This is an optimization exercise on Yosys and OpenROAD, whose aim is a short achievable clock period and few clock cycles per item, not a production implementation.
Function was checked by simulation only, so behaviour that the tests miss may differ from the original.
Power figures rest on the tool's default switching activity, not on a simulated workload.

==> v7: inputs <==
==> flow/design.v (excerpt) <==
module cpuTop
(
	input logic clk,
	input logic rstN,
	input logic [cpuPkg::dataWidth-1:0] memRdata,  
	output cpuPkg::memReq_t memReq,
	output cpuPkg::regWrite_t regWr
);
	logic [31:0] maddr;
	logic [31:0] mwdata;
	logic mwe;
	logic fetching;  
	logic [31:0] fpc;  
	logic [31:0] fpc4;
	logic dV;
	logic [31:0] ir;
	logic [3:0] dPcHi;  
	logic eV;  
	logic eWr;  
	logic [4:0] eDst;
	logic eLw;
	logic eSw;
	logic [31:0] eA;  
	logic [31:0] eB;  
	logic [31:0] eS;  
	logic [4:0] eShamt;
	logic eFAM, eFAW, eFBM, eFBW, eFSM, eFSW;  
	logic eOpAdd, eOpSub, eOpSlt, eOpSltu, eOpXor, eOpNor, eOpSra, eOpRotr, eOpLui;
	logic eChkAdd, eChkSub;
	logic mWen;
	logic [4:0] mDst;
	logic [31:0] mRes;
	logic mLw;
	logic wWen;
	logic [4:0] wDst;
	logic [31:0] wRes;
	logic [31:0] regs [1:31];
	logic [5:0] dOp;
	logic [5:0] dFn;
	logic [4:0] dRs;
	logic [4:0] dRt;
	logic [4:0] dRd;
	logic dRtype, dIsJ, dIsLw, dIsSw;
	logic dKnown;
	logic dUseRs, dUseRt, dUseImm, dWrites;
	logic [4:0] dDst;
	logic [31:0] dImm;
	logic opAdd, opSub, opSlt, opSltu, opXor, opNor, opSra, opRotr, opLui, chkAdd, chkSub;
	assign dOp = ir[31:26];
	assign dFn = ir[5:0];
	assign dRs = ir[25:21];
  ...
==> flow/config.mk <==
export PLATFORM = sky130hd
export DESIGN_NAME = cpuTop
export DESIGN_NICKNAME = cpuTop
export VERILOG_FILES = /design/flow/design.v
export SDC_FILE = /design/flow/constraint.sdc
export NUM_CORES = 4
export LEC_CHECK = 0
export CAP_MARGIN = 20
export CORE_MARGIN = 2
export CORE_UTILIZATION = 40
export SLEW_MARGIN = 20
==> flow/constraint.sdc <==
create_clock -name core_clock -period 11.0 [get_ports {clk}]
set_input_delay 2.2000 -clock core_clock [delete_from_list [all_inputs] [get_ports {clk}]]
set_output_delay 2.2000 -clock core_clock [all_outputs]
set_load 0.01 [all_outputs]
run.sh (not shown) runs the stock make flow with config.mk's settings and CLKGATE_MAP_FILE= SYNTH_SCRIPT=/design/flow/synth_recipe.tcl, a recipe that flattens the netlist after the stock synthesis.
==> inputs of v39, as changes to v7 <==
--- a/flow/design.v
+++ b/flow/design.v
@@ -84,51 +84,55 @@
 	logic mwe;
 	logic fetching;  
 	logic [31:0] fpc;  
 	logic [31:0] fpc4;
 	logic dV;
 	logic [31:0] ir;
-	logic [3:0] dPcHi;  
+	logic [31:1] rsOH;  
+	logic [31:1] rtOH;
 	logic eV;  
 	logic eWr;  
 	logic [4:0] eDst;
 	logic eLw;
 	logic eSw;
 	logic [31:0] eA;  
 	logic [31:0] eB;  
 	logic [31:0] eS;  
 	logic [4:0] eShamt;
-	logic eFAM, eFAW, eFBM, eFBW, eFSM, eFSW;  
 	logic eOpAdd, eOpSub, eOpSlt, eOpSltu, eOpXor, eOpNor, eOpSra, eOpRotr, eOpLui;
 	logic eChkAdd, eChkSub;
 	logic mWen;
 	logic [4:0] mDst;
 	logic [31:0] mRes;
 	logic mLw;
 	logic wWen;
 	logic [4:0] wDst;
-	logic [31:0] wRes;
+	logic [31:0] wRes;  
+	logic [31:1] wSel;  
+	logic oEn;
+	logic [4:0] oAddr;
+	logic [31:0] oData;
 	logic [31:0] regs [1:31];
+	logic [31:1] regValid;
 	logic [5:0] dOp;
 	logic [5:0] dFn;
 	logic [4:0] dRs;
 	logic [4:0] dRt;
 	logic [4:0] dRd;
-	logic dRtype, dIsJ, dIsLw, dIsSw;
+	logic dRtype, dIsLw, dIsSw;
 	logic dKnown;
 	logic dUseRs, dUseRt, dUseImm, dWrites;
 	logic [4:0] dDst;
 	logic [31:0] dImm;
 	logic opAdd, opSub, opSlt, opSltu, opXor, opNor, opSra, opRotr, opLui, chkAdd, chkSub;
 	assign dOp = ir[31:26];
 	assign dFn = ir[5:0];
 	assign dRs = ir[25:21];
 	assign dRt = ir[20:16];
 	assign dRd = ir[15:11];
 	assign dRtype = (dOp == 6'b000000);
-	assign dIsJ = (dOp == 6'b000010);
 	assign dIsLw = (dOp == 6'b100011);
 	assign dIsSw = (dOp == 6'b101011);
 	always_comb
 	begin
 		opAdd = 1'b0;
 		opSub = 1'b0;
@@ -189,72 +193,86 @@
 			end
 		endcase
 	end
 	assign dDst = dRtype ? dRd : dRt;
 	assign dWrites = dKnown && !dIsSw && (dDst != 5'd0);
 	logic stallD;
-	assign stallD = dV && eV && eLw && eWr &&
+	assign stallD = dV && eV && eWr && (eLw || eChkAdd || eChkSub) &&
 		((dUseRs && eDst == dRs) || (dUseRt && eDst == dRt));
-	logic [31:0] rsVal;
-	logic [31:0] rtVal;
-	assign rsVal = (dRs == 5'd0) ? 32'd0 : (wWen && wDst == dRs) ? wRes : regs[dRs];
-	assign rtVal = (dRt == 5'd0) ? 32'd0 : (wWen && wDst == dRt) ? wRes : regs[dRt];
-	logic selAM, selAW, selBM, selBW, selSM, selSW;
-	logic [31:0] a;
-	logic [31:0] b;
-	logic [31:0] sData;
-	assign selAM = eFAM && mWen;
-	assign selAW = eFAW && !selAM;
-	assign selBM = eFBM && mWen;
-	assign selBW = eFBW && !selBM;
-	assign selSM = eFSM && mWen;
-	assign selSW = eFSW && !selSM;
-	assign a = selAM ? mRes : selAW ? wRes : eA;
-	assign b = selBM ? mRes : selBW ? wRes : eB;
-	assign sData = selSM ? mRes : selSW ? wRes : eS;
 	logic [31:0] sum;
 	logic [31:0] diff;
 	logic addOv;
 	logic subOv;
 	logic ovf;
 	logic [63:0] doubled;
-	logic [31:0] rotated;
 	logic [31:0] arith;
 	logic [31:0] eRes;
-	assign sum = a + b;
-	assign diff = a - b;
-	assign addOv = (a[31] == b[31]) && (sum[31] != a[31]);
-	assign subOv = (a[31] != b[31]) && (diff[31] != a[31]);
+	assign sum = eA + eB;
+	assign diff = eA - eB;
+	assign addOv = (eA[31] == eB[31]) && (sum[31] != eA[31]);
+	assign subOv = (eA[31] != eB[31]) && (diff[31] != eA[31]);
 	assign ovf = (eChkAdd && addOv) || (eChkSub && subOv);
-	assign doubled = {b, b} >> eShamt;  
-	assign rotated = doubled[31:0];
-	assign arith = $signed(b) >>> a[4:0];
+	assign doubled = {eB, eB} >> eShamt;
+	assign arith = $signed(eB) >>> eA[4:0];
 	always_comb
 	begin
 		eRes = '0;
 		if (eOpAdd) eRes = eRes | sum;
 		if (eOpSub) eRes = eRes | diff;
-		if (eOpSlt) eRes = eRes | {31'd0, $signed(a) < $signed(b)};
-		if (eOpSltu) eRes = eRes | {31'd0, a < b};
-		if (eOpXor) eRes = eRes | (a ^ b);
-		if (eOpNor) eRes = eRes | ~(a | b);
+		if (eOpSlt) eRes = eRes | {31'd0, $signed(eA) < $signed(eB)};
+		if (eOpSltu) eRes = eRes | {31'd0, eA < eB};
+		if (eOpXor) eRes = eRes | (eA ^ eB);
+		if (eOpNor) eRes = eRes | ~(eA | eB);
 		if (eOpSra) eRes = eRes | arith;
-		if (eOpRotr) eRes = eRes | rotated[31:0];
+		if (eOpRotr) eRes = eRes | doubled[31:0];
 		if (eOpLui) eRes = eRes | eB;
 	end
+	logic [31:0] mFwd;  
+	assign mFwd = mLw ? memRdata : mRes;
+	logic [31:1] rsSel;
+	logic [31:1] rtSel;
+	logic [31:0] rsRead;
+	logic [31:0] rtRead;
+	assign rsSel = rsOH & regValid;
+	assign rtSel = rtOH & regValid;
+	always_comb
+	begin
+		rsRead = '0;
+		rtRead = '0;
+		for (int i = 1; i < 32; i++)
+		begin
+			rsRead = rsRead | ({32{rsSel[i]}} & regs[i]);
+			rtRead = rtRead | ({32{rtSel[i]}} & regs[i]);
+		end
+	end
+	logic [31:0] rsOld;
+	logic [31:0] rtOld;
+	logic hitEs, hitEt;
+	assign rsOld = (mWen && mDst == dRs) ? mFwd : (wWen && wDst == dRs) ? wRes : rsRead;
+	assign rtOld = (mWen && mDst == dRt) ? mFwd : (wWen && wDst == dRt) ? wRes : rtRead;
+	assign hitEs = eV && eWr && eDst == dRs;
+	assign hitEt = eV && eWr && eDst == dRt;
+	logic [31:0] rsVal;
+	logic [31:0] rtVal;
+	assign rsVal = hitEs ? eRes : rsOld;
+	assign rtVal = hitEt ? eRes : rtOld;
 	logic dGo;
-	logic redirect;
-	logic accept;
+	logic fetchOk;
+	logic inJ;
+	logic selJ;
 	logic memNext;
-	logic [31:0] fpcNext;
+	logic [31:0] other;
+	logic [31:0] maddrNext;
 	assign dGo = dV && !stallD;
-	assign redirect = dV && dIsJ;
-	assign accept = fetching && (!dV || dGo) && !redirect;
+	assign fetchOk = fetching && (!dV || dGo);  
+	assign inJ = (memRdata[31:26] == 6'b000010);
 	assign memNext = eV && (eLw || eSw);
 	assign fpc4 = fpc + 32'd4;
-	assign fpcNext = redirect ? {dPcHi, ir[25:0], 2'b00} : accept ? fpc4 : fpc;
+	assign other = memNext ? sum : fetchOk ? fpc4 : fpc;
+	assign selJ = fetchOk && !memNext && inJ;
+	assign maddrNext = selJ ? {other[31:28], memRdata[25:0], 2'b00} : other;
 	always_ff @(posedge clk)
 	begin
 		if (!rstN)
 		begin
 			fpc <= '0;
 			maddr <= '0;
@@ -262,51 +280,55 @@
 			fetching <= 1'b1;
 			dV <= 1'b0;
 			eV <= 1'b0;
 			mWen <= 1'b0;
 			mLw <= 1'b0;
 			wWen <= 1'b0;
+			wSel <= '0;
+			oEn <= 1'b0;
 		end
 		else
 		begin
-			fpc <= fpcNext;
-			maddr <= memNext ? sum : fpcNext;
+			if (fetchOk)
+				fpc <= inJ ? {fpc4[31:28], memRdata[25:0], 2'b00} : fpc4;
+			maddr <= maddrNext;
 			mwe <= memNext && eSw;
 			fetching <= !memNext;
-			if (accept)
-				dV <= 1'b1;
+			if (fetchOk)
+				dV <= !inJ;
 			else if (dGo)
 				dV <= 1'b0;
 			eV <= dGo && (dWrites || dIsSw);
 			mWen <= eV && eWr && !ovf;
 			mLw <= eV && eLw;
 			wWen <= mWen;
+			for (int i = 1; i < 32; i++)
+				wSel[i] <= mWen && mDst == 5'(i);
+			oEn <= mWen;
 		end
 	end
 	always_ff @(posedge clk)
 	begin
-		mwdata <= sData;
-		if (accept)
+		mwdata <= eS;
+		if (fetchOk)
 		begin
 			ir <= memRdata;
-			dPcHi <= fpc4[31:28];
+			for (int i = 1; i < 32; i++)
+			begin
+				rsOH[i] <= memRdata[25:21] == 5'(i);
+				rtOH[i] <= memRdata[20:16] == 5'(i);
+			end
 		end
 		eWr <= dWrites;
 		eDst <= dDst;
 		eLw <= dIsLw;
 		eSw <= dIsSw;
 		eA <= rsVal;
 		eB <= dUseImm ? dImm : rtVal;
 		eS <= rtVal;
 		eShamt <= ir[10:6];
-		eFAM <= dUseRs && eV && eWr && eDst == dRs;
-		eFAW <= dUseRs && mWen && mDst == dRs;
-		eFBM <= !dUseImm && eV && eWr && eDst == dRt;
-		eFBW <= !dUseImm && mWen && mDst == dRt;
-		eFSM <= eV && eWr && eDst == dRt;
-		eFSW <= mWen && mDst == dRt;
 		eOpAdd <= opAdd;
 		eOpSub <= opSub;
 		eOpSlt <= opSlt;
 		eOpSltu <= opSltu;
 		eOpXor <= opXor;
 		eOpNor <= opNor;
@@ -315,25 +337,31 @@
 		eOpLui <= opLui;
 		eChkAdd <= chkAdd;
 		eChkSub <= chkSub;
 		mDst <= eDst;
 		mRes <= eRes;
 		wDst <= mDst;
-		wRes <= mLw ? memRdata : mRes;
+		if (mWen)
+			wRes <= mFwd;
+		oAddr <= mDst;
+		oData <= mFwd;
 	end
 	always_ff @(posedge clk)
 	begin
 		if (!rstN)
-		begin
-			for (int i = 1; i < 32; i++)
-				regs[i] <= '0;
-		end
-		else if (wWen)
-			regs[wDst] <= wRes;
+			regValid <= '0;
+		else
+			regValid <= regValid | wSel;
+	end
+	always_ff @(posedge clk)
+	begin
+		for (int i = 1; i < 32; i++)
+			if (wSel[i])
+				regs[i] <= wRes;
 	end
 	assign memReq.addr = maddr;
 	assign memReq.wdata = mwdata;
 	assign memReq.we = mwe;
-	assign regWr.en = wWen;
-	assign regWr.addr = wDst;
-	assign regWr.data = wRes;
+	assign regWr.en = oEn;
+	assign regWr.addr = oAddr;
+	assign regWr.data = oData;
 endmodule
==> flow/flow/run.sh (new file) <==
#!/bin/bash
# The standard synthesis and layout, with repair_timing aiming at a setup
# slack of SETUP_SLACK_MARGIN ns instead of 0 (the clock and constraints are
# unchanged), and the port buffers made as buf_4 cells instead of the delay
# buffer that buffer_ports picks by itself. Each step's output goes to a log
# file in the work folder.
set -euo pipefail
bash standard.sh synth > synth.log 2>&1
bash standard.sh SETUP_SLACK_MARGIN=7.6 "BUFFER_PORTS_ARGS=-buffer_cell sky130_fd_sc_hd__buf_4" finish > layout.log 2>&1
==> flow/standard.sh (new file) <==
#!/bin/bash
# synth_recipe.tcl (not shown) runs the flow's synth.tcl, then flattens the netlist and writes it again
# the make line also repeats each setting of config.mk as NAME=value (left out here)
make -C /OpenROAD-flow-scripts/flow DESIGN_CONFIG=/design/flow/config.mk WORK_HOME=/design/flow/orfs CLKGATE_MAP_FILE= SYNTH_SCRIPT=/design/flow/synth_recipe.tcl "${@:-finish}"
CORE_UTILIZATION = 50   (was 40)
CTS_CLUSTER_DIAMETER = 100   (was default)
CTS_CLUSTER_SIZE = 20   (was default)
PLACE_DENSITY = 0.6   (was default)
removed: flow/run.sh
==> run summary <==
	v7	v39
Result of the run	timing/DRC/antenna clean	timing/DRC/antenna clean
Leak Pwr	30.74 nW	26.99 nW
Buffers inserted by post-CTS timing repair	0	37
Number of tap cells added at floorplan	2,495	1,781
Count of flip-flops with a built-in enable after synthesis	1,060	1,118
Multi-input gates	3,668	3,392
WL met3	21,510 um	53,780 um
Crit path DAT	6.13 ns	4.27 ns
Routing usage on met1	35.61%	58.07%
Iteration count of the initial detailed-routing pass	6	13
Share of synthesized area spent on multiplexers	24.75%	5.379%
Maximum operating frequency	184.4 MHz	271.8 MHz
Transition time at the pin with the least slew margin	1.137 ns	1.224 ns
Worst-case setup margin in the final layout	5.577 ns	7.321 ns
Length of routed met2 wiring	136,400 um	143,300 um
Footprint of the multi-input gates	35,780 um2	26,690 um2
Switching share of power	29.41%	23.57%
Inverter count of the layout excluding clock inverters	114	136
Number of logic stages on the critical path including buffering	15	9
DIE HEIGHT	439.8 um	372.9 um
Simple-gate share of the synthesized area	12.52%	9.186%
Pin count of the biggest net entering global routing	108	68
Length of routed wiring on met1	104,400 um	112,800 um
Clock buffer cells	200	114
Net switching power	4.007 mW	2.358 mW
Testbench counts of v7, summed over its fixed seeds: cycles 5,651, instrs 4,693.
Testbench counts of v39, summed over its fixed seeds: cycles 5,401, instrs 4,693.

re-timing with driven ports:
No port has a modelled driver above. Below, the same layouts with a new extraction and two added sets of constraints.
Step 1 assumes that a clkbuf_16 drives the clock port and a buf_2 every other input.
Step 2 moves the port delays by t, midway between the first and last clock arrival at a register: inputs arrive t later, outputs are due t later. That takes back most of the time a late clock gives input paths.
Slacks: ideal ports / drivers / drivers and shift; pairs: ideal ports / drivers.
run | t, ns | slack for setup (ns) | clock arrival spread, ns | worst register clock-pin slew, ns
v7 | 0.898 | 5.577 / 5.577 / 5.577 | 0.046 / 0.046 | 0.07 / 0.07
v39 | 0.825 | 7.321 / 7.321 / 6.920 | 0.076 / 0.076 | 0.10 / 0.10
After both steps every run listed still meets setup and hold. The setup slack of v39, which loses most, moves by 0.000 ns with the drivers and by -0.401 ns with both steps.
